This is an optimization exercise on Yosys and OpenROAD, whose aim is small area, not a production implementation. Function was checked by simulation only, so behaviour that the tests miss may differ from the original. Power is estimated from default activity; no workload was simulated. No driver is modelled on the clock port, so clocking that relies on it looks cheaper here than on a real chip.

Design pixel_frame_loader, start of the top module:
module pixel_frame_loader #(
  parameter int NUM_PIXELS = 208,
  parameter int PIX_W      = 8,
  parameter int ERR_W      = 8
) (
  input  logic                        clk,
  input  logic                        rst,
  input  logic [PIX_W-1:0]            pix_data,
  input  logic                        pix_valid,
  input  logic                        pix_sof,
  output logic                        pix_ready,
  output logic                        nn_start,
  input  logic                        nn_done,
  output logic [NUM_PIXELS*PIX_W-1:0] frame_pixels,
  output logic                        busy,
  output logic                        sync_err,
  output logic [ERR_W-1:0]            err_count
);
Settings: LEC_CHECK=0, CAP_MARGIN=20, CORE_MARGIN=2, CORE_UTILIZATION=60, CTS_CLUSTER_DIAMETER=60, CTS_CLUSTER_SIZE=24, SLEW_MARGIN=20; clock period 10.0 ns.
standard.sh (not shown) runs the stock make flow with config.mk's settings and CLKGATE_MAP_FILE= SYNTH_SCRIPT=/design/flow/synth_recipe.tcl, a recipe that flattens the netlist after the stock synthesis.
==> flow/flow/run.sh <==
#!/bin/bash
set -euo pipefail
export BUFFER_PORTS_ARGS="-buffer_cell sky130_fd_sc_hd__buf_1"
bash standard.sh "BUFFER_PORTS_ARGS=-buffer_cell sky130_fd_sc_hd__buf_1" finish > standard_flow.log 2>&1
The starting point stopped in 3_2_place_iop on PPL-0024.
Then changed:
==> flow/run.sh (new file) <==
#!/bin/bash
# synth_recipe.tcl (not shown) runs the flow's synth.tcl, then flattens the netlist and writes it again
# the make line also repeats each setting of config.mk as NAME=value (left out here)
make -C /OpenROAD-flow-scripts/flow DESIGN_CONFIG=/design/flow/config.mk WORK_HOME=/design/flow/orfs CLKGATE_MAP_FILE= SYNTH_SCRIPT=/design/flow/synth_recipe.tcl finish
- CORE_UTILIZATION: 60 -> 40
- CTS_CLUSTER_DIAMETER: 60 -> default
- CTS_CLUSTER_SIZE: 24 -> default
removed: flow/flow/run.sh
removed: flow/standard.sh
Effect: The changed run produced a clean layout; area after synthesis is unchanged; synthesized cell count is unchanged.
Then changed:
==> flow/flow/run.sh (new file) <==
#!/bin/bash
set -euo pipefail
export BUFFER_PORTS_ARGS="-buffer_cell sky130_fd_sc_hd__buf_1"
bash standard.sh "BUFFER_PORTS_ARGS=-buffer_cell sky130_fd_sc_hd__buf_1" finish > standard_flow.log 2>&1
==> flow/standard.sh (new file) <==
#!/bin/bash
# synth_recipe.tcl (not shown) runs the flow's synth.tcl, then flattens the netlist and writes it again
# the make line also repeats each setting of config.mk as NAME=value (left out here)
make -C /OpenROAD-flow-scripts/flow DESIGN_CONFIG=/design/flow/config.mk WORK_HOME=/design/flow/orfs CLKGATE_MAP_FILE= SYNTH_SCRIPT=/design/flow/synth_recipe.tcl "${@:-finish}"
- CTS_BUF_LIST: default -> sky130_fd_sc_hd__clkbuf_8
- CTS_CLUSTER_DIAMETER: default -> 60
- CTS_CLUSTER_SIZE: default -> 18
removed: flow/run.sh
The new run went through all stages and came out clean. Via count fell by 2.1%. Cell count fell by 3.4%. Power is lower by 22%. Cell area fell by 13%. Worst setup slack gets better by 730 ps. Count of clock-buffer cells in the layout came out lower by 194. Wire length goes down by 8.6%.
Then changed:
- CTS_BUF_LIST: sky130_fd_sc_hd__clkbuf_8 -> default
- CTS_CLUSTER_DIAMETER: 60 -> 50
- CTS_CLUSTER_SIZE: 18 -> 30
=>
- hold slack degrades by 31 ps
- routed wire length is higher by 1.2%
- total power goes up by 25%
- sequential share of layout area falls by 4.6 points
- setup slack gets worse by 9.6 ps
- area after synthesis is unchanged

* * *

nickel:
Another version of the RTL of pixel_frame_loader (not shown whole).
For scale: roughly 5500 cells after synthesis, about 3300 flip-flops, ~1700 I/O pins, about 0.10 mm2 of cells after synthesis.
clock: 10.0 ns
lec_check: 0
cap_margin: 20
core_aspect_ratio: 0.4
core_margin: 2
core_utilization: 50
slew_margin: 20
==> flow/flow/run.sh <==
#!/bin/bash
set -euo pipefail
export BUFFER_PORTS_ARGS="-buffer_cell sky130_fd_sc_hd__buf_1"
export CTS_ARGS="-sink_clustering_enable -repair_clock_nets -sink_clustering_size 16 -sink_clustering_max_diameter 60 -buf_list sky130_fd_sc_hd__clkbuf_8 -dont_use_dummy_load"
bash standard.sh "BUFFER_PORTS_ARGS=$BUFFER_PORTS_ARGS" "CTS_ARGS=$CTS_ARGS" finish > standard_flow.log 2>&1
Both conditions hold for nickel: the flow ran to the end and the final layout passed the timing, DRC and antenna checks.
diff inputs: nickel => zinc
==> flow/flow/run.sh <==
#!/bin/bash
set -euo pipefail
export BUFFER_PORTS_ARGS="-buffer_cell sky130_fd_sc_hd__buf_1"
bash standard.sh "BUFFER_PORTS_ARGS=-buffer_cell sky130_fd_sc_hd__buf_1" finish > standard_flow.log 2>&1
-- flow/config.mk --
<<< nickel, line 8
export CAP_MARGIN = 20
export CORE_ASPECT_RATIO = 0.4
export CORE_MARGIN = 2
export CORE_UTILIZATION = 50
export SLEW_MARGIN = 20
>>> zinc, line 8
export CAP_MARGIN = 20
export CORE_MARGIN = 2
export CORE_UTILIZATION = 40
export CTS_BUF_LIST = sky130_fd_sc_hd__clkbuf_8
export CTS_CLUSTER_DIAMETER = 60
export CTS_CLUSTER_SIZE = 18
export SLEW_MARGIN = 20
[summary]
Result for nickel and zinc: all clean
On global route total overflow, nickel and zinc are basically level.
Reported for nickel and zinc, number of buffer and inverter stages on the critical path turned out identical to the last digit.
The cell count in zinc is 1.09 times that in nickel.
--- input diff zinc..garnet ---
==> flow/flow/run.sh <==
#!/bin/bash
set -euo pipefail
export BUFFER_PORTS_ARGS="-buffer_cell sky130_fd_sc_hd__buf_1"
export CTS_ARGS="-sink_clustering_enable -repair_clock_nets -sink_clustering_size 30 -sink_clustering_max_diameter 100 -dont_use_dummy_load"
bash standard.sh "BUFFER_PORTS_ARGS=$BUFFER_PORTS_ARGS" "CTS_ARGS=$CTS_ARGS" finish > standard_flow.log 2>&1
-- flow/config.mk --
<<< zinc, line 10
export CORE_UTILIZATION = 40
export CTS_BUF_LIST = sky130_fd_sc_hd__clkbuf_8
export CTS_CLUSTER_DIAMETER = 60
export CTS_CLUSTER_SIZE = 18
export SLEW_MARGIN = 20
>>> garnet, line 10
export CORE_UTILIZATION = 40
export SLEW_MARGIN = 20
Results
- Count of placed standard cells in the final layout, fillers left out was lower in the run labelled garnet.
- [compare] base=zinc new=garnet: global-route wire length before repair went down about 1%, overall fraction of global-route tracks in use dropped 0.19 points.
- Wire length went down slightly going from zinc to garnet.
- Compared with zinc, in garnet final worst-path setup slack now sits higher; total via count after detailed routing now sits lower; net switching share of the total power now sits lower.
- Re final area: garnet and zinc aren't equal, and the lower value belongs to garnet.
Input changes introduced in ember (baseline for comparison: garnet):
==> flow/flow/run.sh <==
#!/bin/bash
set -euo pipefail
export BUFFER_PORTS_ARGS="-buffer_cell sky130_fd_sc_hd__buf_1"
export CTS_ARGS="-sink_clustering_enable -repair_clock_nets -sink_clustering_size 16 -sink_clustering_max_diameter 60 -buf_list sky130_fd_sc_hd__clkbuf_8 -dont_use_dummy_load"
bash standard.sh "BUFFER_PORTS_ARGS=$BUFFER_PORTS_ARGS" "CTS_ARGS=$CTS_ARGS" finish > standard_flow.log 2>&1
Results
ember against garnet: global-route wire length before repair went up about 0.9%, number of hold buffers added after cts held, average routed wire per standard cell neither gained nor lost much, sequential share of cell area did not really move.
Fmax is higher on garnet
The design area of garnet and that of ember are within noise of each other.
Compared to garnet, ember has number of DRC violations after detailed-routing iteration 0 132 lower.
Relative to garnet, ember degrades worst hold-check slack.

afterwards: timing with drivers on the ports:
The flow's constraints put no driver on any port. The routed layouts listed below were extracted and timed again, unchanged, in two steps. Step 1 sets driving cells, clkbuf_16 on the clock port and buf_2 on the other inputs (assumed; they add their load-dependent delay and slew). Step 2 moves the port delays by t, midway between the first and last clock arrival at a register: inputs arrive t later, outputs are due t later. That takes back most of the time a late clock gives input paths. Three values: ideal, step 1, step 2; two values: the first two.
| run | shift t [ns] | setup slack, ns | cell pins on the clock port's net |
|---|---|---|---|
| the second run of note 1 | 1.008 | 3.956 / 3.829 / 3.829 | 1 |
| the third run of note 1 | 1.050 | 4.689 / 4.589 / 4.380 | 1 |
| the fourth run of note 1 | 0.996 | 4.679 / 4.573 / 4.355 | 1 |
| nickel | 1.010 | 4.352 / 4.181 / 4.181 | 1 |
| zinc | 1.108 | 4.241 / 4.057 / 4.057 | 1 |
| garnet | 0.880 | 4.249 / 4.091 / 4.091 | 1 |
| ember | 1.057 | 4.230 / 4.063 / 4.063 | 1 |
After both steps every run listed still meets setup and hold. The setup slack of the fourth run of note 1, which loses most, moves by -0.106 ns with the drivers and by -0.324 ns with both steps.
